Context: an optimization exercise on an open-source flow, tuned for small area and a short achievable clock period. The choices shown serve that exercise and are no tape-out recipe. Function was checked by simulation only, so behaviour that the tests miss may differ from the original. Power and IR drop assume default switching activity.

==> flow/config.mk <==
export PLATFORM = sky130hd
export DESIGN_NAME = m68kCacheTop
export DESIGN_NICKNAME = m68kCacheTop
export VERILOG_FILES = /design/flow/design.v
export SDC_FILE = /design/flow/constraint.sdc
export NUM_CORES = 4
export LEC_CHECK = 0
export ABC_CLOCK_PERIOD_IN_PS = 3000
export CAP_MARGIN = 20
export CORE_MARGIN = 2
export CORE_UTILIZATION = 60
export CTS_BUF_LIST = sky130_fd_sc_hd__clkbuf_8
export CTS_CLUSTER_DIAMETER = 50
export CTS_CLUSTER_SIZE = 16
export SLEW_MARGIN = 20
export SETUP_SLACK_MARGIN = 5.7
==> flow/constraint.sdc <==
create_clock -name core_clock -period 10.0 [get_ports {Clock}]
set_input_delay 2.0000 -clock core_clock [delete_from_list [all_inputs] [get_ports {Clock}]]
set_output_delay 2.0000 -clock core_clock [all_outputs]
set_load 0.01 [all_outputs]
==> flow/design.v <==
package cacheGeomPkg;
	typedef logic [5-1:0] lineIndex;
	typedef logic [3-1:0] wordSel;
	typedef logic [23-1:0] tagValue;
	typedef struct packed {
		tagValue tag;
		lineIndex index;
		wordSel word;
		logic byteSel;
	} addrFields;
	typedef enum logic [3:0] {
		stReset = 4'd0,
		stSweep = 4'd1,
		stIdle = 4'd2,
		stLookup = 4'd3,
		stFillReq = 4'd4,
		stCasWait1 = 4'd5,
		stCasWait2 = 4'd6,
		stBurstFill = 4'd7,
		stFillDone = 4'd8,
		stWriteThru = 4'd9,
		stHitHold = 4'd10
	} seqState;
endpackage
package m68kBusPkg;
	typedef logic [32-1:0] busAddr;
	typedef logic [16-1:0] busWord;
	typedef enum logic {
		accWrite = 1'b0,
		accRead = 1'b1
	} accessKind;
endpackage
module cacheSequencer (
	input logic Clock,
	input logic Reset_L,
	input logic AS_L,
	input logic UDS_L,
	input logic LDS_L,
	input logic WE_L,
	input logic DramSelect,
	input m68kBusPkg::busAddr CpuAddr,
	input logic DramDtack_L,
	input logic CAS_Dram_L,
	input logic RAS_Dram_L,
	output logic DtackToCpu_L,
	output logic DramSel_L,
	output logic DramAS_L,
	output logic DramUDS_L,
	output logic DramLDS_L,
	output logic DramWE_L,
	output m68kBusPkg::busAddr DramAddr,
	output cacheGeomPkg::lineIndex SweepIndex,
	output logic SweepClear,
	output logic EntryWrite,
	output logic PhaseWrite,
	output logic ValidSet,
	output logic ValidClear,
	output logic DataWrite,
	output logic Idle,
	output logic CaptureBurst,
	input logic Hit
);
	logic sRst, sSwp, sIdl, sLkp, sFrq, sCw1, sCw2, sBur, sFdn, sWt, sHh;
	logic hitQ;
	logic selStatesQ;
	logic dtackStatesQ;
	logic nWt, nHh, nFrq, nCw1, nCw2, nBur, nFdn;
	cacheGeomPkg::lineIndex count;
	cacheGeomPkg::addrFields cpuFields;
	logic cycleEnd;
	logic readCas;
	logic start;
	logic sweepLast;
	logic burstLast;
	assign cpuFields = cacheGeomPkg::addrFields'(CpuAddr);
	assign cycleEnd = AS_L || !DramSelect;
	assign readCas = !CAS_Dram_L && RAS_Dram_L;
	assign start = !AS_L && DramSelect;
	assign sweepLast = count == cacheGeomPkg::lineIndex'(32 - 1);
	assign burstLast = count[3-1:0] == cacheGeomPkg::wordSel'(8 - 1);
	assign nWt = (sIdl && start && !WE_L) || (sWt && !cycleEnd);
	assign nHh = (sLkp && hitQ) || (sHh && !cycleEnd);
	assign nFrq = (sLkp && !hitQ) || (sFrq && !readCas);
	assign nCw1 = sFrq && readCas;
	assign nCw2 = sCw1;
	assign nBur = sCw2 || (sBur && !burstLast);
	assign nFdn = (sBur && burstLast) || (sFdn && !cycleEnd);
	always_ff @(posedge Clock or negedge Reset_L) begin
		if (!Reset_L) begin
			sRst <= 1'b1;
			sSwp <= 1'b0;
			sIdl <= 1'b0;
			sLkp <= 1'b0;
			sFrq <= 1'b0;
			sCw1 <= 1'b0;
			sCw2 <= 1'b0;
			sBur <= 1'b0;
			sFdn <= 1'b0;
			sWt <= 1'b0;
			sHh <= 1'b0;
			selStatesQ <= 1'b0;
			dtackStatesQ <= 1'b0;
			count <= '0;
		end else begin
			sRst <= 1'b0;
			sSwp <= sRst || (sSwp && !sweepLast);
			sIdl <= (sSwp && sweepLast) || (sIdl && !start) ||
				((sHh || sFdn || sWt) && cycleEnd);
			sLkp <= sIdl && start && WE_L;
			sWt <= nWt;
			sHh <= nHh;
			sFrq <= nFrq;
			sCw1 <= nCw1;
			sCw2 <= nCw2;
			sBur <= nBur;
			sFdn <= nFdn;
			selStatesQ <= nFrq || nCw1 || nCw2 || nBur || nWt;
			dtackStatesQ <= nHh || nFdn;
			if (sRst || sCw2)
				count <= '0;
			else
				count <= count + cacheGeomPkg::lineIndex'(1);
		end
	end
	always_ff @(posedge Clock)
		hitQ <= Hit;
	assign DtackToCpu_L = sWt ? DramDtack_L : !((sLkp && hitQ) || dtackStatesQ);
	assign DramSel_L = !((sLkp && !hitQ) || selStatesQ);
	assign DramAddr = {CpuAddr[32-1:4], sWt ? CpuAddr[3:0] : 4'b0};
	assign DramAS_L = AS_L;
	assign DramWE_L = WE_L;
	assign DramUDS_L = UDS_L && sWt;
	assign DramLDS_L = LDS_L && sWt;
	assign SweepIndex = count;
	assign SweepClear = sSwp;
	assign EntryWrite = sBur;
	assign PhaseWrite = sBur && burstLast;
	assign ValidSet = sFdn;
	assign ValidClear = sWt;
	assign DataWrite = sBur;
	assign Idle = sIdl;
	assign CaptureBurst = sBur && (count[3-1:0] == cpuFields.word);
endmodule
module cacheTagStore (
	input logic Clock,
	input logic Reset_L,
	input cacheGeomPkg::lineIndex LookupIndex,
	input cacheGeomPkg::lineIndex SweepIndex,
	input cacheGeomPkg::tagValue CpuTag,
	input logic EntryWrite,
	input logic PhaseWrite,
	input logic SweepClear,
	input logic ValidSet,
	input logic ValidClear,
	output logic Hit,
	output cacheGeomPkg::wordSel LinePhase,
	output cacheGeomPkg::wordSel RingPhase,
	output logic [8-1:0] PhaseHot
);
	localparam int EW = 23;
	localparam int NR = 32 / 8;
	logic [EW-1:0] ring [NR][8];
	logic [32-1:0] validMem;
	cacheGeomPkg::wordSel phaseMem [32];
	cacheGeomPkg::wordSel ringPhase;
	logic [1:0] ringSel;
	logic [8-1:0] phaseHot;
	logic [8-1:0] lowHot;
	logic [8-1:0] slotHot;
	logic [EW-1:0] entry;
	logic [EW-1:0] newEntry;
	logic atPort;
	always_ff @(posedge Clock or negedge Reset_L) begin
		if (!Reset_L)
			ringPhase <= '0;
		else
			ringPhase <= ringPhase + cacheGeomPkg::wordSel'(1);
	end
	assign RingPhase = ringPhase;
	assign PhaseHot = phaseHot;
	assign ringSel = LookupIndex[4:3];
	always_comb begin
		for (int k = 0; k < 8; k++) begin
			phaseHot[k] = ringPhase == cacheGeomPkg::wordSel'(k);
			lowHot[k] = LookupIndex[2:0] == cacheGeomPkg::wordSel'(k);
		end
		for (int k = 0; k < 8; k++) begin
			slotHot[k] = 1'b0;
			for (int j = 0; j < 8; j++)
				slotHot[k] = slotHot[k] | (phaseHot[j] & lowHot[(j + k) % 8]);
		end
	end
	assign newEntry = CpuTag;
	assign atPort = EntryWrite && |(lowHot & phaseHot);
	always_ff @(posedge Clock) begin
		for (int r = 0; r < NR; r++) begin
			for (int k = 0; k < 8 - 1; k++)
				ring[r][k] <= ring[r][k + 1];
			if (atPort && ringSel == 2'(r))
				ring[r][8 - 1] <= newEntry;
			else
				ring[r][8 - 1] <= ring[r][0];
		end
	end
	always_ff @(posedge Clock) begin
		for (int l = 0; l < 32; l++)
			if (PhaseWrite && LookupIndex == cacheGeomPkg::lineIndex'(l))
				phaseMem[l] <= ringPhase + cacheGeomPkg::wordSel'(1);
	end
	always_ff @(posedge Clock) begin
		for (int l = 0; l < 32; l++) begin
			if (SweepClear && SweepIndex == cacheGeomPkg::lineIndex'(l))
				validMem[l] <= 1'b0;
			else if (ValidSet && LookupIndex == cacheGeomPkg::lineIndex'(l))
				validMem[l] <= 1'b1;
			else if (ValidClear && LookupIndex == cacheGeomPkg::lineIndex'(l))
				validMem[l] <= 1'b0;
		end
	end
	always_comb begin
		entry = '0;
		for (int r = 0; r < NR; r++)
			for (int k = 0; k < 8; k++)
				entry = entry | (ring[r][k] & {EW{ringSel == 2'(r) && slotHot[k]}});
	end
	assign Hit = validMem[LookupIndex] && (entry == CpuTag);
	always_comb begin
		LinePhase = '0;
		for (int l = 0; l < 32; l++)
			LinePhase = LinePhase |
				(phaseMem[l] & {3{LookupIndex == cacheGeomPkg::lineIndex'(l)}});
	end
endmodule
module cacheDataStore (
	input logic Clock,
	input m68kBusPkg::busWord DramDataIn,
	input cacheGeomPkg::lineIndex LookupIndex,
	input logic DataWrite,
	input logic [8-1:0] ReadPos,
	output m68kBusPkg::busWord ReadWord
);
	m68kBusPkg::busWord ring [32][8];
	m68kBusPkg::busWord lineWords [8];
	always_ff @(posedge Clock) begin
		for (int l = 0; l < 32; l++) begin
			for (int k = 0; k < 8 - 1; k++)
				ring[l][k] <= ring[l][k + 1];
			if (DataWrite && LookupIndex == cacheGeomPkg::lineIndex'(l))
				ring[l][8 - 1] <= DramDataIn;
			else
				ring[l][8 - 1] <= ring[l][0];
		end
	end
	always_comb begin
		for (int k = 0; k < 8; k++) begin
			lineWords[k] = '0;
			for (int l = 0; l < 32; l++)
				lineWords[k] = lineWords[k] |
					(ring[l][k] & {16{LookupIndex == cacheGeomPkg::lineIndex'(l)}});
		end
	end
	always_comb begin
		ReadWord = '0;
		for (int k = 0; k < 8; k++)
			ReadWord = ReadWord | (lineWords[k] & {16{ReadPos[k]}});
	end
endmodule
module m68kCacheTop (
	input logic Clock,
	input logic Reset_L,
	input logic AS_L,
	input logic UDS_L,
	input logic LDS_L,
	input logic WE_L,
	input logic DramSelect,
	input m68kBusPkg::busAddr CpuAddr,
	input m68kBusPkg::busWord CpuDataIn,
	output m68kBusPkg::busWord CpuDataOut,
	output logic DtackToCpu_L,
	output logic DramSel_L,
	output logic DramAS_L,
	output logic DramUDS_L,
	output logic DramLDS_L,
	output logic DramWE_L,
	output m68kBusPkg::busAddr DramAddr,
	output m68kBusPkg::busWord DramDataOut,
	input m68kBusPkg::busWord DramDataIn,
	input logic DramDtack_L,
	input logic CAS_Dram_L,
	input logic RAS_Dram_L
);
	cacheGeomPkg::addrFields cpuFields;
	cacheGeomPkg::lineIndex sweepIndex;
	logic sweepClear;
	logic entryWrite;
	logic phaseWrite;
	logic validSet;
	logic validClear;
	logic dataWrite;
	logic idle;
	logic captureBurst;
	logic hit;
	logic [8-1:0] readPos;
	cacheGeomPkg::wordSel linePhase;
	cacheGeomPkg::wordSel ringPhase;
	logic [8-1:0] phaseHot;
	logic [8-1:0] wordHot;
	logic [8-1:0] offsetHot;
	logic [8-1:0] lineHot;
	m68kBusPkg::busWord readWord;
	m68kBusPkg::busWord dataQ;
	assign cpuFields = cacheGeomPkg::addrFields'(CpuAddr);
	assign DramDataOut = CpuDataIn;
	always_comb begin
		for (int k = 0; k < 8; k++) begin
			wordHot[k] = cpuFields.word == cacheGeomPkg::wordSel'(k);
			lineHot[k] = linePhase == cacheGeomPkg::wordSel'(k);
		end
		for (int k = 0; k < 8; k++) begin
			offsetHot[k] = 1'b0;
			for (int j = 0; j < 8; j++)
				offsetHot[k] = offsetHot[k] | (phaseHot[j] & wordHot[(j + k) % 8]);
		end
		for (int p = 0; p < 8; p++) begin
			readPos[p] = 1'b0;
			for (int j = 0; j < 8; j++)
				readPos[p] = readPos[p] | (lineHot[j] & offsetHot[(p - j + 8) % 8]);
		end
	end
	always_ff @(posedge Clock) begin
		if (idle)
			dataQ <= readWord;
		else if (captureBurst)
			dataQ <= DramDataIn;
	end
	assign CpuDataOut = dataQ;
	cacheSequencer seq0 (
		.Clock(Clock),
		.Reset_L(Reset_L),
		.AS_L(AS_L),
		.UDS_L(UDS_L),
		.LDS_L(LDS_L),
		.WE_L(WE_L),
		.DramSelect(DramSelect),
		.CpuAddr(CpuAddr),
		.DramDtack_L(DramDtack_L),
		.CAS_Dram_L(CAS_Dram_L),
		.RAS_Dram_L(RAS_Dram_L),
		.DtackToCpu_L(DtackToCpu_L),
		.DramSel_L(DramSel_L),
		.DramAS_L(DramAS_L),
		.DramUDS_L(DramUDS_L),
		.DramLDS_L(DramLDS_L),
		.DramWE_L(DramWE_L),
		.DramAddr(DramAddr),
		.SweepIndex(sweepIndex),
		.SweepClear(sweepClear),
		.EntryWrite(entryWrite),
		.PhaseWrite(phaseWrite),
		.ValidSet(validSet),
		.ValidClear(validClear),
		.DataWrite(dataWrite),
		.Idle(idle),
		.CaptureBurst(captureBurst),
		.Hit(hit)
	);
	cacheTagStore tags0 (
		.Clock(Clock),
		.Reset_L(Reset_L),
		.LookupIndex(cpuFields.index),
		.SweepIndex(sweepIndex),
		.CpuTag(cpuFields.tag),
		.EntryWrite(entryWrite),
		.PhaseWrite(phaseWrite),
		.SweepClear(sweepClear),
		.ValidSet(validSet),
		.ValidClear(validClear),
		.Hit(hit),
		.LinePhase(linePhase),
		.RingPhase(ringPhase),
		.PhaseHot(phaseHot)
	);
	cacheDataStore data0 (
		.Clock(Clock),
		.DramDataIn(DramDataIn),
		.LookupIndex(cpuFields.index),
		.DataWrite(dataWrite),
		.ReadPos(readPos),
		.ReadWord(readWord)
	);
endmodule
==> flow/flow/run.sh <==
#!/bin/bash
set -euo pipefail
echo "export SETUP_SLACK_MARGIN = 5.7" >> config.mk
export SETUP_SLACK_MARGIN=5.7
bash standard.sh > flow_make.log 2>&1
==> flow/standard.sh <==
#!/bin/bash
# synth_recipe.tcl (not shown) runs the flow's synth.tcl, then flattens the netlist and writes it again
# the make line also repeats each setting of config.mk as NAME=value (left out here)
make -C /OpenROAD-flow-scripts/flow DESIGN_CONFIG=/design/flow/config.mk WORK_HOME=/design/flow/orfs CLKGATE_MAP_FILE= SYNTH_SCRIPT=/design/flow/synth_recipe.tcl "${@:-finish}"
==> impl_metrics.env, run 1 <==
export IMPL_r2r_slack_ps=5590
export IMPL_die_w_um=489
export IMPL_root_buffer="clkbuf_8"
export IMPL_yosys_top_cells_count="dfxtp_1 (4,865), a22oi_1 (2,068), mux2_2 (625), nand2_1 (609), clkbuf_1 (480)"
export IMPL_die_area_um2=240000
export IMPL_drt_total_wl_um=549000
export IMPL_clkPwrFrac=0.323
export IMPL_ys_warn_count=8
export IMPL_synth_edff_count=112
export IMPL_crit_chain="buf_16, buf_16, buf_4, buf_4, mux2i_2, or3_4, a41oi_4, buf_12, a22o_1, a221o_1, or4_4, or4_4, xnor2_4, o2111ai_2, nor4_2"
export IMPL_layout_drive_gt1_share=0.183
export IMPL_finalPower_mw=34.9
export IMPL_grt_pass1_vias=97200
export IMPL_cts_buffer_depth=4
export IMPL_synthFlopType="dfxtp_1"
export IMPL_dp_hpwl_um=329000
export IMPL_postSynth_asyncResetShare=0.00420
export IMPL_combPwrFrac=0.046
export IMPL_cts_sinks=4998
export IMPL_use_met1=0.568
export IMPL_drc=0
export IMPL_cp_end_kind="register"
export IMPL_power_per_cell_area_nw_per_um2=220
export IMPL_maxCapViolations=0
export IMPL_p_leak_nw=61.5
export IMPL_areaGrowthSynthToFinish_pct=12.0
export IMPL_pwr_share_seq=0.631
export IMPL_synth_top_family_by_area="compound AO/OA/AOI/OAI gates"
export IMPL_use_met3=0.123
export IMPL_fmax_mhz=219
export IMPL_setup_viol=0
export IMPL_ys_ff_latch=4998
export IMPL_vias=99000
export IMPL_synth_adder_area_share=0.00115
export IMPL_synth_cell_types=93
export IMPL_internal_power_mw=26.3
export IMPL_viasPerCell=6.86
export IMPL_status="timing/DRC/antenna clean"
export IMPL_grt_util_met2=0.651
export IMPL_cp_slowest_stage_delay_ps=560
export IMPL_final_max_slew_violation_count=0
export IMPL_p_switching_mw=8.58
export IMPL_tightest_slew_ps=1390
export IMPL_io_pin_count=144
export IMPL_cp_data_required_time_ps=11100
export IMPL_hold_depth=0
export IMPL_fin_crit_sh=0.456
export IMPL_final_core_util=0.675
export IMPL_portBuffers=111
export IMPL_relSlewSlack=0.0708
export IMPL_swShare=0.246
export IMPL_dr_pass1_iters=9
export IMPL_hold_viol=0
export IMPL_start_util=0.602
export IMPL_fin_setup_tns_ps=0
export IMPL_startpoint_type="input pin"
export IMPL_r2r_cells=15
export IMPL_h_tree_depth=5
export IMPL_nets=11200
export IMPL_slowest_stage="or4_4"
export IMPL_synth_area_mux_share=0.0566
export IMPL_cp_num_cells=15
export IMPL_cts_tree="done"
export IMPL_skew_ps=101
export IMPL_synth_most_common_cell="dfxtp_1"
export IMPL_clk_pin_slew_ps=110
export IMPL_antenna_found_initial=42
export IMPL_grt_max_degree=104
export IMPL_peakVddDrop_uv=164
export IMPL_cp_top_family="simple AND/OR/NAND/NOR gates"
export IMPL_numCtsBuffers=409
export IMPL_fin_area_um2=158000
export IMPL_synth_area_per_cell_um2=13.1
export IMPL_clk_latency_ps=1190
export IMPL_die_y_um=489
export IMPL_synth_area_leader_cell="dfxtp_1"
export IMPL_cp_data_arrival_time_ps=5670
export IMPL_fp_row_count=178
export IMPL_routedWlPerCell_um=38.0
export IMPL_rsz0062_at_grt="yes"
export IMPL_synth_xor_area_frac=0.000557
export IMPL_synth_compound_area_frac=0.146
export IMPL_drt_iter0_markers=14900
export IMPL_grt_busiest_layer="met2"
export IMPL_synth_simple_area_share=0.0568
export IMPL_cp_num_buf_inv=5
export IMPL_min_period_ps=4560
export IMPL_fillers=17200
export IMPL_grt_pass1_wl_um=744000
export IMPL_gp_congestion=0.966
export IMPL_overflow=0
export IMPL_worstHoldPathType="reg2reg"
export IMPL_post_route_worst_setup_slack_ps=5440
export IMPL_place_ws_ps=2720
export IMPL_yosysSeqAreaShare=0.716
export IMPL_synth_top_cell_area_share=0.689
export IMPL_path_max_fanout=9
export IMPL_synth_fp_nets=10900
export IMPL_track_usage=0.442
export IMPL_crit_type="in2reg"
export IMPL_synthCells=10800
export IMPL_cts_hold_buffers_added=0
export IMPL_yosys_top_cells_area="dfxtp_1 (69%), a22oi_1 (11%), mux2_2 (5.0%)"
export IMPL_netlist_area_um2=141000
export IMPL_fp_coreArea_um2=235000
export IMPL_antenna_left=0
export IMPL_dpl_cell_area_um2=146000
stage by stage:
step,hold WS [ps],std cells
2_1_floorplan,323,10800
3_3_place_gp,329,13500
3_5_place_dp,330,13500
4_1_cts,289,14300
5_1_grt,308,14400
6_report,297,14400
worst paths after layout:
kind,startpoint,to
setup reg to reg,tags0.ringPhase[2],seq0.hitQ
max in group asynchronous,Reset_L,tags0.ringPhase[0]
min in group asynchronous,Reset_L,seq0.sCw1
hold / removal,data0.ring[111][12],data0.ring[110][12]
setup / recovery,CpuAddr[4],seq0.hitQ
hold reg to reg,data0.ring[111][12],data0.ring[110][12]
cell families after synthesis:
| kind of cell | after synthesis |
|---|---|
| xor gates and xnor gates | 9 |
| AOI/OAI and AO/OA | 2690 |
| adders and majority gates | 13 |
| buffers and inverters | 764 |
| muxes | 691 |
| and+or+nand+nor | 1638 |
| DFF | 4998 |
| other | 1 |
worst register-to-register path: cells and delay by family, from the launching register on:
family / cells / cell delay, ps
AOI/OAI and AO/OA: 5 / 1070
adders and majority gates: 1 / 370
and+or+nand+nor: 5 / 1540
DFF: 1 / 350
buffers and inverters: 4 / 1100
layer usage:
metal	wire [um]	part of all wire	up-vias
met3	68200	0.12	2210
met5	214	0.00039	-
met1	203000	0.37	48300
met4	44700	0.081	30
met2	233000	0.42	8059
li1	-	-	40400
what timing repair did:
action	in CTS	in global routing
pin swaps	64	69
setup buffers	183	63
resized for setup	664	120
cloned	29	7
setup endpoints to repair	580	41
power by group through the flow:
stage	Clock, mW	Sequential [mW]	Combinational (mW)
after global placement	0	22.4	1.24
after detailed placement	0	22.4	1.25
after CTS	11.2	22.0	1.44
after floorplan	0	22.0	0.675
final	11.3	22.0	1.59
after global routing	12.0	22.1	1.59
area by class of cell:
class | count | area, um^2 | share of cell area
Sequential cell | 4998 | 101000 | 0.640
Multi-Input combinational cell | 5044 | 38500 | 0.243
Timing Repair Buffer | 590 | 6780 | 0.0428
Clock buffer | 433 | 5960 | 0.0376
Tap cell | 3150 | 3940 | 0.0249
Clock inverter | 162 | 1660 | 0.0105
Inverter | 27 | 113 | 0.000711
Antenna cell | 33 | 82.6 | 0.000521
Timing Repair inverter | 1 | 5.00 | 0.0000316
layout by cell type, fill, tap and decap left out, drive strengths merged, types with 102 or more instances in the layout:
master / count
dfxtp: 4865
nand4: 327
nor2: 238
buf: 537
a221oi: 102
nand2: 609
clkbuf: 441
a22oi: 2069
a22o: 131
edfxtp: 112
nor3: 143
mux2: 625
registers in the layout (all words and copies together) (netlist names):
name and cells:
data0.ring 4096, seq0.sRst 1, tags0.validMem 32, tags0.ring 736, seq0.count 5, seq0.sBur 1, seq0.selStatesQ 1, seq0.sWt 1
seq0.sFdn 1, dataQ 16, tags0.ringPhase 3, seq0.sCw2 1, seq0.sIdl 1, seq0.sLkp 1, seq0.dtackStatesQ 1, seq0.sSwp 1
seq0.sHh 1, seq0.sCw1 1, tags0.phaseMem 96, seq0.sFrq 1, seq0.hitQ 1
==> run 2: changes to the inputs <==
==> flow/flow/run.sh (replaced) <==
#!/bin/bash
set -euo pipefail
echo "export SETUP_SLACK_MARGIN = 5.7" >> config.mk
export SETUP_SLACK_MARGIN=5.7
export PRE_IO_PLACEMENT_TCL="$PWD/flow/io_pairs.tcl"
bash standard.sh > flow_make.log 2>&1
==> flow/flow/io_pairs.tcl (new file) <==
# keep each input next to the output it drives straight through
proc my_pair {a b} {
  set_io_pin_constraint -pin_names [list $a $b] -group -order
}
for {set i 0} {$i < 32} {incr i} {
  my_pair "CpuAddr\[$i\]" "DramAddr\[$i\]"
}
for {set i 0} {$i < 16} {incr i} {
  my_pair "CpuDataIn\[$i\]" "DramDataOut\[$i\]"
}
my_pair UDS_L DramUDS_L
my_pair LDS_L DramLDS_L
my_pair AS_L DramAS_L
my_pair WE_L DramWE_L
my_pair DramDtack_L DtackToCpu_L
--- a/flow/config.mk
+++ b/flow/config.mk
@@ -9,5 +9,5 @@
 export CAP_MARGIN = 20
 export CORE_MARGIN = 2
-export CORE_UTILIZATION = 60
+export CORE_UTILIZATION = 50
 export CTS_BUF_LIST = sky130_fd_sc_hd__clkbuf_8
 export CTS_CLUSTER_DIAMETER = 50
==> run 2 against run 1 <==
- clock power is 8% higher
- die area up 20%
- combinational power up 4%
- routed wire length grew 1.5%
- largest cell class unchanged
- synthesized cell count stayed put
- design area up 0.55%
- highest routed layer unchanged
- first-iteration DRC count is 4.4% lower
==> impl_metrics.env, run 2 <==
export IMPL_cts_buffer_depth=4
export IMPL_largestRegisters="data0.ring x4096, tags0.ring x736, tags0.phaseMem x96"
export IMPL_synth_most_common_cell="dfxtp_1"
export IMPL_grt_pass1_vias=97400
export IMPL_track_usage=0.376
export IMPL_numCtsBuffers=417
export IMPL_yosys_top_cells_count="dfxtp_1 (4,865), a22oi_1 (2,068), mux2_2 (625), nand2_1 (609), clkbuf_1 (480)"
export IMPL_drt_total_wl_um=557000
export IMPL_placed_cells=14100
export IMPL_synth_area_per_cell_um2=13.1
export IMPL_start_util=0.502
export IMPL_rsz0062_at_grt="yes"
export IMPL_largest_reg_flops=4096
export IMPL_die_w_um=536
export IMPL_cp_end_kind="register"
export IMPL_antenna_left=0
export IMPL_vias=98100
export IMPL_ys_ff_latch=4998
export IMPL_yosys_top_cells_area="dfxtp_1 (69%), a22oi_1 (11%), mux2_2 (5.0%)"
export IMPL_die_area_um2=287000
export IMPL_dr_pass1_iters=9
export IMPL_maxCapViolations=0
export IMPL_portBuffers=111
export IMPL_h_tree_depth=5
export IMPL_skew_ps=93.6
export IMPL_setup_viol=0
export IMPL_peakVddDrop_uv=108
export IMPL_startpoint_type="input pin"
export IMPL_hold_depth=0
export IMPL_synth_edff_count=112
export IMPL_cts_sinks=4998
export IMPL_fin_setup_tns_ps=0
export IMPL_regMostFlops="data0.ring"
export IMPL_fin_crit_sh=0.453
export IMPL_dp_hpwl_um=339000
export IMPL_p_leak_nw=61.6
export IMPL_relSlewSlack=0.147
export IMPL_grt_max_degree=100
export IMPL_clk_latency_ps=1180
export IMPL_fin_area_um2=159000
export IMPL_final_core_util=0.565
export IMPL_die_y_um=536
export IMPL_clk_pin_slew_ps=100
export IMPL_synth_fp_nets=10900
export IMPL_overflow=0
export IMPL_synth_top_cell_area_share=0.689
export IMPL_cp_data_required_time_ps=10960
export IMPL_areaGrowthSynthToFinish_pct=12.6
export IMPL_synth_area_leader_cell="dfxtp_1"
export IMPL_synthFlopType="dfxtp_1"
export IMPL_hold_viol=0
export IMPL_fp_row_count=195
export IMPL_crit_type="in2reg"
export IMPL_worst_hold_slack_ps=294
export IMPL_final_cells=15000
export IMPL_status="timing/DRC/antenna clean"
export IMPL_worstHoldPathType="reg2reg"
export IMPL_root_buffer="clkbuf_8"
export IMPL_drc=0
export IMPL_drt_iter0_markers=14300
export IMPL_tightest_slew_ps=1280
export IMPL_gp_congestion=0.958
export IMPL_io_pin_count=144
export IMPL_yosysSeqAreaShare=0.716
export IMPL_netlist_area_um2=141000
export IMPL_path_max_fanout=38
export IMPL_synth_cell_types=93
export IMPL_ys_warn_count=8
export IMPL_nets=11100
export IMPL_r2r_cells=13
export IMPL_fmax_mhz=221
export IMPL_dpl_cell_area_um2=147000
export IMPL_final_common_cell="dfxtp_1"
export IMPL_postSynth_asyncResetShare=0.00420
export IMPL_min_period_ps=4530
export IMPL_layout_drive_gt1_share=0.182
export IMPL_cts_tree="done"
export IMPL_power_per_cell_area_nw_per_um2=226
export IMPL_final_max_slew_violation_count=0
export IMPL_viasPerCell=6.53
export IMPL_routedWlPerCell_um=37.1
export IMPL_layout_common_cells="dfxtp_1 (4,864), a22oi_1 (2,048), mux2_2 (625), nand2_1 (565), clkbuf_8 (451)"
export IMPL_grt_pass1_wl_um=763000
export IMPL_cp_data_arrival_time_ps=5490
export IMPL_antenna_found_initial=37
export IMPL_synthCells=10800
export IMPL_fp_coreArea_um2=282000
[run 2: cell counts after synthesis]
No cell type changed its count.
[run 2: critical path: stages]
cell and delay (ps):
buf_16 110, buf_12 140, or3b_4 430, nor2_4 490, buf_4 530, buf_4 690, a22oi_1 300, nand4_1 230
nor2_1 80, nand2_1 80, a22oi_2 80, a31oi_1 220
[run 2: through the flow]
stage	setup WS, ps	power, mW
2_1_floorplan	4940	22.6
3_3_place_gp	2790	23.7
3_5_place_dp	2730	23.7
4_1_cts	5550	35.7
5_1_grt	5490	36.8
6_report	5470	35.9
[run 2: worst paths after layout]
kind                                          from            endpoint  slack (ps)
worst max-delay path                    CpuAddr[6]            dataQ[0]        5470
worst min-delay path            data0.ring[222][7]  data0.ring[221][7]         290
worst max register to register  tags0.ringPhase[0]           seq0.hitQ        5680
worst min register to register  data0.ring[222][7]  data0.ring[221][7]         290
max in group asynchronous                  Reset_L            seq0.sWt        8380
min in group asynchronous                  Reset_L       seq0.count[4]        1280
[run 2: final cells by class]
cell class              count  area [um^2]
repair inverters            1         5.00
clock inverters           242         2560
clock buffers             451         6210
multi-input cells        5042        38500
diodes                      9         22.5
well taps                3743         4680
fillers                 22900       123000
flip-flops and latches   4998       101000
repair buffers            508         5860
inverters                  27          110
[run 2: where the power goes]
| group | switching [mW] | internal (mW) |
|---|---|---|
| Combinational | 1.07 | 0.582 |
| Clock | 7.09 | 5.14 |
| Sequential | 0.901 | 21.1 |
[run 2: cell families after synthesis]
group,after synthesis,synth area share
and+or+nand+nor,1638,0.0568
DFF,4998,0.716
xor gates and xnor gates,9,0.000557
adders and majority gates,13,0.00115
AOI/OAI and AO/OA,2690,0.146
other,1,0.0000265
buffers and inverters,764,0.0225
muxes,691,0.0566
[run 2: routing by layer]
layer  GRT usage  share of wire  vias to the layer above
met5           0        0.00040                        -
met2       0.562           0.43                     7645
met4       0.224          0.068                       28
met1       0.485           0.38                    48200
met3       0.108           0.12                     1867
li1            -              -                    40400
[run 2: what timing repair did]
| action | in CTS | in global routing |
|---|---|---|
| hold buffers | 0 | 0 |
| resized for setup | 602 | 119 |
| pin swaps | 48 | 53 |
| setup buffers | 113 | 50 |
| gates cloned | 28 | 2 |
| endpoints found under the setup margin | 572 | 49 |
==> run 3: changes to the inputs <==
--- a/flow/design.v
+++ b/flow/design.v
@@ -64,5 +64,5 @@
 	logic hitQ;
 	logic selStatesQ;
-	logic dtackStatesQ;
+	logic dtackQ;
 	logic nWt, nHh, nFrq, nCw1, nCw2, nBur, nFdn;
 	cacheGeomPkg::lineIndex count;
@@ -100,5 +100,5 @@
 			sHh <= 1'b0;
 			selStatesQ <= 1'b0;
-			dtackStatesQ <= 1'b0;
+			dtackQ <= 1'b1;
 			count <= '0;
 		end else begin
@@ -116,5 +116,5 @@
 			sFdn <= nFdn;
 			selStatesQ <= nFrq || nCw1 || nCw2 || nBur || nWt;
-			dtackStatesQ <= nHh || nFdn;
+			dtackQ <= !((sIdl && start && WE_L && Hit) || nHh || nFdn);
 			if (sRst || sCw2)
 				count <= '0;
@@ -125,5 +125,5 @@
 	always_ff @(posedge Clock)
 		hitQ <= Hit;
-	assign DtackToCpu_L = sWt ? DramDtack_L : !((sLkp && hitQ) || dtackStatesQ);
+	assign DtackToCpu_L = sWt ? DramDtack_L : dtackQ;
 	assign DramSel_L = !((sLkp && !hitQ) || selStatesQ);
 	assign DramAddr = {CpuAddr[32-1:4], sWt ? CpuAddr[3:0] : 4'b0};
@@ -172,8 +172,11 @@
 	logic atPort;
 	always_ff @(posedge Clock or negedge Reset_L) begin
-		if (!Reset_L)
+		if (!Reset_L) begin
 			ringPhase <= '0;
-		else
+			phaseHot <= 8'(1);
+		end else begin
 			ringPhase <= ringPhase + cacheGeomPkg::wordSel'(1);
+			phaseHot <= {phaseHot[8-2:0], phaseHot[8-1]};
+		end
 	end
 	assign RingPhase = ringPhase;
@@ -182,5 +185,4 @@
 	always_comb begin
 		for (int k = 0; k < 8; k++) begin
-			phaseHot[k] = ringPhase == cacheGeomPkg::wordSel'(k);
 			lowHot[k] = LookupIndex[2:0] == cacheGeomPkg::wordSel'(k);
 		end
==> run 3 against run 2 <==
- via count increased by 1.1%
- hold slack better by 14 ps
- count of clock-buffer cells in the layout is 2 lower
- routed wire length grew 0.75%
- combinational power down 4%
==> impl_metrics.env, run 3 <==
export IMPL_status="timing/DRC/antenna clean"
export IMPL_gp_congestion=0.956
export IMPL_grt_max_degree=93
export IMPL_final_common_cell="dfxtp_1"
export IMPL_tightest_slew_ps=1200
export IMPL_maxCapViolations=0
export IMPL_hp_start="data0.ring[201][12]"
export IMPL_numCtsBuffers=420
export IMPL_relSlewSlack=0.197
export IMPL_hold_depth=0
export IMPL_die_area_um2=289000
export IMPL_r2r_slack_ps=5970
export IMPL_synth_top_cell_area_share=0.685
export IMPL_post_route_worst_setup_slack_ps=5420
export IMPL_antenna_found_initial=41
export IMPL_place_ws_ps=2070
export IMPL_die_y_um=537
export IMPL_p_leak_nw=61.7
export IMPL_r2r_end="seq0.dtackQ"
export IMPL_track_usage=0.377
export IMPL_cp_end_kind="register"
export IMPL_portBuffers=111
export IMPL_ys_ff_latch=5006
export IMPL_grt_pass1_vias=98200
export IMPL_cts_tree="done"
export IMPL_power_per_cell_area_nw_per_um2=221
export IMPL_cp_data_required_time_ps=11040
export IMPL_synth_cell_types=93
export IMPL_yosys_top_cells_count="dfxtp_1 (4,865), a22oi_1 (1,931), mux2_2 (629), nand2_1 (626), clkbuf_1 (435)"
export IMPL_drc=0
export IMPL_synth_edff_count=112
export IMPL_layout_drive_gt1_share=0.185
export IMPL_h_tree_depth=5
export IMPL_ys_warn_count=8
export IMPL_crit_type="in2reg"
export IMPL_postSynth_asyncResetShare=0.00579
export IMPL_root_buffer="clkbuf_8"
export IMPL_finalPower_mw=35.6
export IMPL_drt_iter0_markers=14300
export IMPL_synthCells=10900
export IMPL_synth_area_leader_cell="dfxtp_1"
export IMPL_rsz0062_at_grt="yes"
export IMPL_netlist_area_um2=142000
export IMPL_clk_latency_ps=1190
export IMPL_fin_setup_tns_ps=0
export IMPL_min_period_ps=4580
export IMPL_grt_pass1_wl_um=767000
export IMPL_antenna_left=0
export IMPL_startpoint_type="input pin"
export IMPL_min_to="data0.ring[200][12]"
export IMPL_rr_startpoint="tags0.phaseHot[7]"
export IMPL_dp_hpwl_um=348000
export IMPL_dr_pass1_iters=9
export IMPL_cts_buffer_depth=4
export IMPL_fillers=23000
export IMPL_viasPerCell=6.54
export IMPL_synth_most_common_cell="dfxtp_1"
export IMPL_yosysSeqAreaShare=0.714
export IMPL_synth_area_per_cell_um2=13.0
export IMPL_yosys_top_cells_area="dfxtp_1 (69%), a22oi_1 (10%), mux2_2 (5.0%)"
export IMPL_vias=99200
export IMPL_cts_sinks=5006
export IMPL_nets=11200
export IMPL_regMostFlops="data0.ring"
export IMPL_synthFlopType="dfxtp_1"
export IMPL_io_pin_count=144
export IMPL_start_util=0.503
export IMPL_r2r_cells=12
export IMPL_largestRegisters="data0.ring x4096, tags0.ring x736, tags0.phaseMem x96"
export IMPL_overflow=0
export IMPL_largest_reg_flops=4096
export IMPL_clk_pin_slew_ps=100
export IMPL_layout_common_cells="dfxtp_1 (4,865), a22oi_1 (1,930), mux2_2 (622), nand2_1 (584), clkbuf_8 (449)"
export IMPL_fmax_mhz=218
export IMPL_synth_fp_nets=11000
export IMPL_skew_ps=104
export IMPL_fp_coreArea_um2=283000
export IMPL_drt_total_wl_um=562000
export IMPL_fp_row_count=195
export IMPL_areaGrowthSynthToFinish_pct=13.0
export IMPL_hold_viol=0
export IMPL_critPathLaunch="CpuAddr[4]"
export IMPL_peakVddDrop_uv=133
export IMPL_fin_crit_sh=0.458
export IMPL_die_w_um=537
export IMPL_path_max_fanout=7
export IMPL_final_max_slew_violation_count=0
export IMPL_setup_viol=0
export IMPL_routedWlPerCell_um=37.0
export IMPL_cts_hold_buffers_added=0
export IMPL_cp_data_arrival_time_ps=5630
export IMPL_worstHoldPathType="reg2reg"
[run 3: area by class of cell]
cell class	count	area (um^2)	area share
sequential	5006	101000	0.632
multi-input combinational	5157	39300	0.245
timing repair buffer	537	6290	0.0391
clock buffer	449	6180	0.0385
tap	3743	4680	0.0292
clock inverter	244	2550	0.0159
inverter	23	100	0.000623
antenna	10	25.0	0.000156
[run 3: report_power, final]
part           internal (mW)  switching, mW
Combinational          0.570           1.02
Sequential              21.0          0.779
Clock                   5.14           7.06
[run 3: repair_timing]
action	CTS	global route
setup endpoints to repair	602	32
gates cloned	33	1
setup buffers	139	52
pin swaps	63	42
gates resized for setup	636	100
[run 3: cells by family (layout without fill, tap and decap cells)]
| group | after synthesis | count (layout) | share of synthesized area |
|---|---|---|---|
| DFF | 5006 | 5006 | 0.714 |
| AOI/OAI and AO/OA | 2698 | 2698 | 0.144 |
| and+or+nand+nor | 1703 | 1707 | 0.0590 |
| buffers and inverters | 783 | 1253 | 0.0227 |
| muxes | 727 | 731 | 0.0591 |
| xor gates and xnor gates | 12 | 12 | 0.000739 |
| adders and majority gates | 8 | 8 | 0.000704 |
| other | 1 | 11 | 0.0000264 |
[run 3: metrics by stage]
| stage | cells | area [um^2] | utilization | hold WS, ps |
|---|---|---|---|---|
| final | 15200 | 161000 | 0.569 | 308 |
| after global routing | 15200 | 161000 | 0.569 | 318 |
| after CTS | 15100 | 160000 | 0.565 | 314 |
| after global placement | 14200 | 147000 | 0.522 | 330 |
| after floorplan | 10900 | 143000 | - | 323 |
| after detailed placement | 14200 | 147000 | 0.522 | 331 |
[run 3: layer usage]
metal	part of all wire	track usage	up-vias
met5	0.00035	0	-
met4	0.081	0.261	32
met3	0.11	0.0829	2006
met2	0.43	0.570	7420
met1	0.37	0.482	48900
li1	-	-	40800
[run 3: worst max-delay path by stage]
stage	to	slack (ps)
after CTS	DramAddr[1]	5520
final	seq0.dtackQ	5420
after global routing	dataQ[9]	5440
after floorplan	dataQ[9]	4860
after detailed placement	dataQ[9]	2070
after global placement	dataQ[9]	2120
[run 3: critical path, stage by stage]
cell       delay (ps)
buf_16            130
buf_16            160
mux2_4            360
mux4_2            630
a32oi_1           240
o2111ai_1         140
or4_4             560
or3_4             380
a211oi_2          180
nand4_1           310
nor4_4            270
buf_6             170
a211oi_2           70
==> run 4: changes to the inputs <==
--- a/flow/config.mk
+++ b/flow/config.mk
@@ -9,5 +9,5 @@
 export CAP_MARGIN = 20
 export CORE_MARGIN = 2
-export CORE_UTILIZATION = 50
+export CORE_UTILIZATION = 60
 export CTS_BUF_LIST = sky130_fd_sc_hd__clkbuf_8
 export CTS_CLUSTER_DIAMETER = 50
==> run 4 against run 3 <==
- sequential cell count stayed put
- clock power is 8% lower
- first-iteration DRC count up 11%
- non-clock buffer count is 5 lower
- hold slack improved by 0.69 ps
- die area decreased by 17%
- largest cell class unchanged
- highest routed layer unchanged
==> impl_metrics.env, run 4 <==
export IMPL_synth_top_cell_area_share=0.685
export IMPL_nets=11200
export IMPL_rr_startpoint="tags0.phaseHot[7]"
export IMPL_regMostFlops="data0.ring"
export IMPL_root_buffer="clkbuf_8"
export IMPL_final_common_cell="dfxtp_1"
export IMPL_power_per_cell_area_nw_per_um2=218
export IMPL_cp_top_family="compound AO/OA/AOI/OAI gates"
export IMPL_final_cells=14500
export IMPL_cts_tree="done"
export IMPL_cp_common_cell="buf_16"
export IMPL_crit_end="dataQ[9]"
export IMPL_areaGrowthSynthToFinish_pct=11.6
export IMPL_final_max_slew_violation_count=0
export IMPL_drt_total_wl_um=554000
export IMPL_hold_viol=0
export IMPL_cts_hold_buffers_added=0
export IMPL_gp_congestion=0.991
export IMPL_fmax_mhz=217
export IMPL_numCtsBuffers=408
export IMPL_clk_pin_slew_ps=110
export IMPL_r2r_cells=13
export IMPL_postSynth_asyncResetShare=0.00579
export IMPL_synth_edff_count=112
export IMPL_yosysSeqAreaShare=0.714
export IMPL_r2r_slack_ps=5930
export IMPL_die_y_um=491
export IMPL_io_pin_count=144
export IMPL_fin_setup_tns_ps=0
export IMPL_r2r_end="seq0.dtackQ"
export IMPL_critPathLaunch="CpuAddr[6]"
export IMPL_largest_reg_flops=4096
export IMPL_crit_chain="buf_16, buf_16, or3b_4, nor2_4, buf_12, buf_16, a22o_1, a221oi_1, nand4_1, a22oi_2, nand3_1, o41a_1"
export IMPL_cts_buffer_depth=4
export IMPL_startpoint_type="input pin"
export IMPL_synth_area_per_cell_um2=13.0
export IMPL_cp_data_arrival_time_ps=5460
export IMPL_peakVddDrop_uv=182
export IMPL_worstHoldPathType="reg2reg"
export IMPL_cts_sinks=5006
export IMPL_cp_num_cells=12
export IMPL_synth_most_common_cell="dfxtp_1"
export IMPL_maxCapViolations=0
export IMPL_clk_latency_ps=1150
export IMPL_rsz0062_at_grt="yes"
export IMPL_place_ws_ps=2570
export IMPL_synth_fp_nets=11000
export IMPL_skew_ps=81.8
export IMPL_crit_type="in2reg"
export IMPL_yosys_top_cells_count="dfxtp_1 (4,865), a22oi_1 (1,931), mux2_2 (629), nand2_1 (626), clkbuf_1 (435)"
export IMPL_die_w_um=491
export IMPL_dr_pass1_iters=11
export IMPL_synthCells=10900
export IMPL_antenna_found_initial=43
export IMPL_layout_common_cells="dfxtp_1 (4,865), a22oi_1 (1,927), mux2_2 (622), nand2_1 (582), clkbuf_8 (440)"
export IMPL_ys_warn_count=8
export IMPL_hold_depth=0
export IMPL_die_area_um2=241000
export IMPL_synth_area_leader_cell="dfxtp_1"
export IMPL_yosys_top_cells_area="dfxtp_1 (69%), a22oi_1 (10%), mux2_2 (5.0%)"
export IMPL_setup_viol=0
export IMPL_cp_end_kind="register"
export IMPL_cp_slowest_stage_delay_ps=590
export IMPL_status="timing/DRC/antenna clean"
export IMPL_antenna_left=0
export IMPL_grt_pass1_wl_um=756000
export IMPL_track_usage=0.443
export IMPL_viasPerCell=6.91
export IMPL_fp_coreArea_um2=235000
export IMPL_relSlewSlack=0.195
export IMPL_portBuffers=111
export IMPL_grt_pass1_vias=97600
export IMPL_cp_data_required_time_ps=10850
export IMPL_finalPower_mw=34.6
export IMPL_p_leak_nw=61.0
export IMPL_cp_num_buf_inv=4
export IMPL_layout_drive_gt1_share=0.180
export IMPL_grt_max_degree=91
export IMPL_slowest_stage="nand4_1"
export IMPL_tightest_slew_ps=1200
export IMPL_ys_ff_latch=5006
export IMPL_drt_iter0_markers=15800
export IMPL_synth_cell_types=93
export IMPL_netlist_area_um2=142000
export IMPL_dp_hpwl_um=348000
export IMPL_min_period_ps=4610
export IMPL_synthFlopType="dfxtp_1"
export IMPL_drc=0
export IMPL_vias=100000
export IMPL_h_tree_depth=5
export IMPL_start_util=0.604
export IMPL_largestRegisters="data0.ring x4096, tags0.ring x736, tags0.phaseMem x96"
export IMPL_fp_row_count=178
export IMPL_routedWlPerCell_um=38.2
export IMPL_placed_cells=13700
export IMPL_overflow=0
export IMPL_fin_crit_sh=0.461
export IMPL_path_max_fanout=68
export IMPL_post_route_worst_setup_slack_ps=5390
[run 4: where the power goes]
group / switching, mW / leakage (nW) / internal, mW
logic: 1.03 / 16.3 / 0.559
clock network: 6.68 / 4.01 / 4.54
registers: 0.794 / 40.7 / 21.0
[run 4: cells by family (layout without fill, tap and decap cells)]
| family | count (synthesis) | count (layout) | synth area share |
|---|---|---|---|
| flip-flops | 5006 | 5006 | 0.714 |
| AO/OA/AOI/OAI | 2698 | 2698 | 0.144 |
| AND/OR/NAND/NOR | 1703 | 1706 | 0.0590 |
| buffers and inverters | 783 | 1166 | 0.0227 |
| multiplexers | 727 | 729 | 0.0591 |
| XOR/XNOR | 12 | 12 | 0.000739 |
| adder cells (fa/ha/maj) | 8 | 8 | 0.000704 |
| other | 1 | 32 | 0.0000264 |
[run 4: cell type report]
class	instances	area, um^2
Antenna cell	31	77.6
Inverter	23	104
Multi-Input combinational cell	5154	39300
Clock buffer	440	6060
Fill cell	17300	76800
Sequential cell	5006	101000
Timing Repair Buffer	532	6140
Clock inverter	171	1540
Tap cell	3150	3940
[run 4: layer usage]
layer / vias up / global-route usage / wire length (um)
met5: - / 0 / 121
met4: 18 / 0.274 / 40500
met3: 2010 / 0.131 / 75100
met2: 8396 / 0.636 / 231000
met1: 49200 / 0.588 / 207000
li1: 40700 / - / -
[run 4: worst register-to-register path, delay by kind of cell, from the launching register on]
family                 cells  cell delay, ps
AND/OR/NAND/NOR            5            1320
multiplexers               2             810
flip-flops                 1             900
buffers and inverters      3             650
AO/OA/AOI/OAI              3             360
[run 4: how the worst min path moves through the flow]
| stage | slack [ps] | to | start |
|---|---|---|---|
| after floorplan | 320 | tags0.ring[30][4] | tags0.ring[31][4] |
| after global placement | 330 | tags0.ring[26][13] | tags0.ring[27][13] |
| after detailed placement | 330 | tags0.ring[30][4] | tags0.ring[31][4] |
| after CTS | 300 | tags0.ring[25][9] | tags0.ring[26][9] |
| after global routing | 320 | tags0.ring[25][9] | tags0.ring[26][9] |
| final | 310 | data0.ring[182][12] | data0.ring[183][12] |
[run 4: repair_timing]
action	4_1_cts	5_1_grt
setup endpoints to repair	653	39
resized for setup	628	149
gates cloned	25	2
pin swaps	75	38
setup buffers	149	30
[run 4: metrics by stage]
| stage | hold slack [ps] | area (um^2) | util |
|---|---|---|---|
| floorplan | 323 | 143000 | - |
| global placement | 328 | 147000 | 0.624 |
| detailed placement | 329 | 147000 | 0.624 |
| CTS | 299 | 158000 | 0.669 |
| global route | 321 | 159000 | 0.674 |
| finish | 309 | 159000 | 0.674 |

==> afterwards: timing with drivers on the ports <==
No port has a modelled driver above. Below, the same layouts with a new extraction and two added sets of constraints.
Step 1 (the two cells are an assumption about what drives the block):
set clk [get_ports {Clock}]
set_driving_cell -lib_cell sky130_fd_sc_hd__clkbuf_16 $clk
set_driving_cell -lib_cell sky130_fd_sc_hd__buf_2 [delete_from_list [all_inputs] $clk]
Step 2 adds t to the input delays and takes it off the output delays; t is the mean of the earliest and latest rising clock arrival at the registers after step 1. Input paths then give back, and output paths get back, about the clock's delay inside the block.
Slacks: no drivers / after step 1 / after step 2; pairs: no drivers / after step 1.
| run | shift t [ns] | setup WS [ns] | worst hold slack (ns) | slew at the worst register clock pin (ns) | worst slew at a driven data input, ns |
|---|---|---|---|---|---|
| run 1 | 1.220 | 5.436 / 5.297 / 4.078 | 0.297 / 0.297 / 0.297 | 0.11 / 0.11 | 0.44 |
| run 2 | 1.224 | 5.470 / 5.370 / 4.146 | 0.294 / 0.294 / 0.294 | 0.11 / 0.11 | 0.25 |
| run 3 | 1.232 | 5.417 / 5.233 / 4.001 | 0.308 / 0.308 / 0.308 | 0.11 / 0.11 | 0.41 |
| run 4 | 1.207 | 5.389 / 5.243 / 4.036 | 0.309 / 0.309 / 0.309 | 0.11 / 0.11 | 0.40 |
After both steps every run listed still meets setup and hold. The setup slack of run 3, which loses most, moves by -0.184 ns with the drivers and by -1.416 ns with both steps.
